This is an optimization exercise on Yosys and OpenROAD, whose aim is small area, a short achievable clock period and few clock cycles per item, not a production implementation. Only simulation tests tie the RTL to the original design; equivalence was not proved. Power figures rest on the tool's default switching activity, not on a simulated workload.

try-onyx:
==> flow/design.v <==
package mem_ctrl_pkg;
	localparam int AWID  = 32;        
	localparam int DWID  = 64;        
	localparam int TID_W = 4;         
	localparam int SEL_W = DWID / 8;  
	typedef enum logic [1:0] {
		FN_LOAD   = 2'd0,   
		FN_LOADZ  = 2'd1,   
		FN_STORE  = 2'd2,
		FN_SETSEG = 2'd3    
	} mem_func_e;
	typedef enum logic [1:0] {
		SZ_B = 2'd0,   
		SZ_W = 2'd1,   
		SZ_T = 2'd2,   
		SZ_O = 2'd3    
	} mem_size_e;
	typedef enum logic [7:0] {
		FLT_NONE = 8'h00,
		FLT_SGB  = 8'h31   
	} fault_e;
	typedef struct packed {
		logic [AWID-1:0] base;
		logic [AWID-1:0] limit;
	} seg_desc_t;
	typedef union packed {
		logic [DWID-1:0] sdat;
		seg_desc_t       desc;
	} req_payload_u;
	typedef struct packed {
		logic [TID_W-1:0] tid;
		mem_func_e        func;
		mem_size_e        size;
		logic [AWID-1:0]  adr;       
		req_payload_u     payload;
	} mem_req_t;
	typedef struct packed {
		logic [TID_W-1:0] tid;
		fault_e           cause;
		logic [DWID-1:0]  res;
		logic [AWID-1:0]  bad_addr;
	} mem_resp_t;
	typedef struct packed {
		logic             cyc;
		logic             stb;
		logic             we;
		logic [SEL_W-1:0] sel;
		logic [AWID-1:0]  adr;
		logic [DWID-1:0]  dat;
	} bus_req_t;
endpackage
`timescale 1ns/1ps
module load_align (
	input  logic [mem_ctrl_pkg::DWID-1:0] rdata_i,
	input  logic [2:0]                    lane_i,
	input  mem_ctrl_pkg::mem_size_e       size_i,
	input  logic                          zext_i,
	output logic [mem_ctrl_pkg::DWID-1:0] res_o
);
	logic [7:0]  b0;
	logic [7:0]  b1;
	logic [15:0] b23;
	logic        fill;
	assign b0  = rdata_i[{lane_i, 3'b000} +: 8];
	assign b1  = rdata_i[{lane_i[2:1], 4'b1000} +: 8];
	assign b23 = rdata_i[{lane_i[2], 5'b10000} +: 16];
	always_comb begin
		case (size_i)
		mem_ctrl_pkg::SZ_B: fill = b0[7] & ~zext_i;
		mem_ctrl_pkg::SZ_W: fill = b1[7] & ~zext_i;
		default:            fill = b23[15] & ~zext_i;
		endcase
		case (size_i)
		mem_ctrl_pkg::SZ_B: res_o = {{56{fill}}, b0};
		mem_ctrl_pkg::SZ_W: res_o = {{48{fill}}, b1, b0};
		mem_ctrl_pkg::SZ_T: res_o = {{32{fill}}, b23, b1, b0};
		default:            res_o = {rdata_i[63:32], b23, b1, b0};
		endcase
	end
endmodule
`timescale 1ns/1ps
module mem_ctrl_top #(
	parameter int REQ_DEPTH  = 4,
	parameter int RESP_DEPTH = 4
) (
	input  logic                          clk,
	input  logic                          rst,
	input  mem_ctrl_pkg::mem_req_t        req_i,
	input  logic                          req_wr_i,
	output logic                          req_full_o,
	output mem_ctrl_pkg::mem_resp_t       resp_o,
	output logic                          resp_valid_o,
	input  logic                          resp_rd_i,
	output mem_ctrl_pkg::bus_req_t        bus_o,
	input  logic                          ack_i,
	input  logic [mem_ctrl_pkg::DWID-1:0] dat_i
);
	logic [31:0] seg_base;
	logic [31:0] seg_limit;
	logic        st_v;       
	logic        st_cyc;     
	logic        st_we;      
	logic        st_ld;      
	logic        st_zx;      
	logic        st_flt;     
	logic [1:0]  st_sz;
	logic [3:0]  st_tid;
	logic [31:0] st_adr;     
	logic [63:0] st_dat;     
	logic        r_v;
	logic        r_flt;
	logic [3:0]  r_tid;
	logic [63:0] r_res;
	logic [31:0] r_bad;
	logic rfree;
	logic leave;
	logic acc;
	logic ack;
	assign ack        = st_cyc & ack_i;
	assign rfree      = ~r_v | resp_rd_i;
	assign leave      = st_v & (~st_cyc | ack_i) & rfree;
	assign req_full_o = st_v & ~leave;
	assign acc        = req_wr_i & ~req_full_o;
	logic [1:0]  q_fn;
	logic [1:0]  q_sz;
	logic [31:0] q_adr;
	logic [63:0] q_pay;
	logic        q_set;
	logic        q_over;
	logic [31:0] q_reloc;
	logic [2:0]  q_lo;
	logic [63:0] q_rep;
	assign q_fn    = req_i.func;
	assign q_sz    = req_i.size;
	assign q_adr   = req_i.adr;
	assign q_pay   = req_i.payload;
	assign q_set   = (q_fn == mem_ctrl_pkg::FN_SETSEG);
	assign q_over  = q_adr > seg_limit;
	assign q_reloc = seg_base + q_adr;
	always_comb begin
		case (q_sz)
		mem_ctrl_pkg::SZ_B: q_lo = 3'b000;
		mem_ctrl_pkg::SZ_W: q_lo = 3'b001;
		mem_ctrl_pkg::SZ_T: q_lo = 3'b011;
		default:            q_lo = 3'b111;
		endcase
	end
	always_comb begin
		for (int k = 0; k < 8; k++) begin
			case (q_sz)
			mem_ctrl_pkg::SZ_B: q_rep[8*k +: 8] = q_pay[7:0];
			mem_ctrl_pkg::SZ_W: q_rep[8*k +: 8] = q_pay[8*(k % 2) +: 8];
			mem_ctrl_pkg::SZ_T: q_rep[8*k +: 8] = q_pay[8*(k % 4) +: 8];
			default:            q_rep[8*k +: 8] = q_pay[8*k +: 8];
			endcase
		end
	end
	always_ff @(posedge clk) begin
		if (rst) begin
			seg_base  <= '0;
			seg_limit <= '1;
			st_v      <= 1'b0;
			st_cyc    <= 1'b0;
			r_v       <= 1'b0;
		end else begin
			if (acc && q_set)
				{seg_base, seg_limit} <= q_pay;
			if (acc) begin
				st_v   <= 1'b1;
				st_cyc <= ~q_set & ~q_over;
			end else begin
				if (leave)
					st_v <= 1'b0;
				if (ack_i)
					st_cyc <= 1'b0;
			end
			r_v <= leave | (r_v & ~resp_rd_i);
		end
	end
	always_ff @(posedge clk) begin
		if (acc) begin
			st_tid <= req_i.tid;
			st_sz  <= q_sz;
			st_we  <= (q_fn == mem_ctrl_pkg::FN_STORE);
			st_ld  <= ~q_fn[1] & ~q_over;
			st_zx  <= (q_fn == mem_ctrl_pkg::FN_LOADZ);
			st_flt <= ~q_set & q_over;
			st_adr <= q_over ? q_adr : {q_reloc[31:3], q_reloc[2:0] & ~q_lo};
			st_dat <= q_rep;
		end else if (ack) begin
			st_dat <= dat_i;
		end
	end
	logic [63:0] ld_res;
	load_align u_align (
		.rdata_i (st_cyc ? dat_i : st_dat),
		.lane_i  (st_adr[2:0]),
		.size_i  (mem_ctrl_pkg::mem_size_e'(st_sz)),
		.zext_i  (st_zx),
		.res_o   (ld_res)
	);
	always_ff @(posedge clk) begin
		if (leave) begin
			r_tid <= st_tid;
			r_flt <= st_flt;
			r_res <= st_ld ? ld_res : '0;
			r_bad <= st_flt ? st_adr : '0;
		end
	end
	assign resp_valid_o    = r_v;
	assign resp_o.tid      = r_tid;
	assign resp_o.cause    = r_flt ? mem_ctrl_pkg::FLT_SGB : mem_ctrl_pkg::FLT_NONE;
	assign resp_o.res      = r_res;
	assign resp_o.bad_addr = r_bad;
	logic [7:0] sel;
	always_comb begin
		for (int k = 0; k < 8; k++)
			sel[k] = st_cyc & ((st_sz == 2'd3)
				| ((k[2] == st_adr[2]) & ((st_sz == 2'd2)
				| ((k[1] == st_adr[1]) & ((st_sz == 2'd1)
				| (k[0] == st_adr[0]))))));
	end
	assign bus_o.cyc = st_cyc;
	assign bus_o.stb = st_cyc;
	assign bus_o.we  = st_cyc & st_we;
	assign bus_o.sel = sel;
	assign bus_o.adr = st_adr;
	assign bus_o.dat = st_dat;
endmodule
clock: 4.0 ns
lec_check: 0
cap_margin: 20
core_margin: 2
core_utilization: 40
setup_slack_margin: 1.8
slew_margin: 20
standard.sh (not shown) runs the stock make flow with config.mk's settings and CLKGATE_MAP_FILE= SYNTH_SCRIPT=/design/flow/synth_recipe.tcl, a recipe that flattens the netlist after the stock synthesis.
==> flow/flow/run.sh <==
#!/bin/bash
# standard layout, with plain buf_1 cells as the port buffers instead of the
# default delay buffers; each step's own log is kept by ORFS under orfs/logs
set -euo pipefail
export BUFFER_PORTS_ARGS="-buffer_cell sky130_fd_sc_hd__buf_1"
bash standard.sh MATCH_CELL_FOOTPRINT=0 finish > standard_make.log 2>&1
Looking at the reports, try-onyx completed the entire flow and the layout it produced met the timing, DRC and antenna checks.
Testbench counts of try-onyx, summed over its fixed seeds: cycles 10,823, items 3,200.
For try-delta, these inputs were changed with respect to try-onyx:
# try-onyx
export LEC_CHECK = 0
export CAP_MARGIN = 20
export CORE_MARGIN = 2
export CORE_UTILIZATION = 40
export SETUP_SLACK_MARGIN = 1.8
export SLEW_MARGIN = 20
create_clock -name core_clock -period 4.0 [get_ports {clk}]
# try-delta
export LEC_CHECK = 0
export CAP_MARGIN = 20
export CORE_MARGIN = 2
export CORE_UTILIZATION = 40
export SETUP_SLACK_MARGIN = 1.2
export SLEW_MARGIN = 20
create_clock -name core_clock -period 4.0 [get_ports {clk}]
### Flow results
Critical path startpoint = req_i[88]: try-onyx; critical path startpoint = req_i[69]: try-delta
Row sequential share of layout area: try-delta higher / try-onyx lower
Summary of try-delta over try-onyx: total vias in the final route dropped about 2.4%; post-route standard cell area excluding fillers dropped about 5.4%; cell count dropped 2.0%; overall power after layout dropped 0.51%.
Summary of the comparison: wire length of the first global-routing pass is lower in try-delta, relative to try-onyx.
Modified inputs, try-sierra compared to try-delta
# try-delta
export LEC_CHECK = 0
export CAP_MARGIN = 20
export CORE_MARGIN = 2
export CORE_UTILIZATION = 40
export SETUP_SLACK_MARGIN = 1.2
export SLEW_MARGIN = 20
create_clock -name core_clock -period 4.0 [get_ports {clk}]
# try-sierra
export LEC_CHECK = 0
export CAP_MARGIN = 20
export CORE_MARGIN = 2
export CORE_UTILIZATION = 40
export SLEW_MARGIN = 20
create_clock -name core_clock -period 4.0 [get_ports {clk}]
==> flow/run.sh (new file) <==
#!/bin/bash
# synth_recipe.tcl (not shown) runs the flow's synth.tcl, then flattens the netlist and writes it again
# the make line also repeats each setting of config.mk as NAME=value (left out here)
make -C /OpenROAD-flow-scripts/flow DESIGN_CONFIG=/design/flow/config.mk WORK_HOME=/design/flow/orfs CLKGATE_MAP_FILE= SYNTH_SCRIPT=/design/flow/synth_recipe.tcl finish
removed: flow/flow/run.sh
removed: flow/standard.sh
### Flow results
try-sierra was carried through to the last stage, and its layout satisfied the timing, DRC and antenna checks. Post-route fraction of the period consumed by the critical path for try-sierra: 13 points up relative to try-delta. Looking at capture point of the critical path, the st_adr[27]$_DFFE_PP_ result is from try-delta; the st_adr[31]$_DFFE_PP_ one comes from try-sierra. try-delta → try-sierra: largest net degree at the start of global routing shows a reduction of 37%; number of buffers other than clock buffers in the final layout lost about 6%; critical path's largest stage delay went down 0.02 ns. The timing-limited maximum frequency of try-sierra was inferior to that of try-delta. Between try-delta and try-sierra, the area growth from synthesis to layout is higher for try-sierra.

afterwards: timing with drivers on the ports:
The flow's constraints put no driver on any port. The routed layouts listed below were extracted and timed again, unchanged, in two steps.
Step 1, drivers: a clkbuf_16 drives clk and a buf_2 each remaining input, both assumed.
Step 2 moves the port delays by t, midway between the first and last clock arrival at a register: inputs arrive t later, outputs are due t later. That takes back most of the time a late clock gives input paths.
Slacks: ideal ports / drivers / drivers and shift; pairs: ideal ports / drivers.
run	shift t [ns]	setup slack, ns	clock arrival spread, ns	worst data-port slew with drivers (ns)
try-onyx	0.629	1.196 / 1.203 / 0.584	0.029 / 0.029	0.09
try-delta	0.585	1.149 / 1.181 / 0.596	0.027 / 0.026	0.13
try-sierra	0.585	0.613 / 0.600 / 0.043	0.021 / 0.021	0.09
After both steps setup and hold are still met in every run listed. The setup slack of try-onyx, which loses most, moves by +0.007 ns with the drivers and by -0.612 ns with both steps.
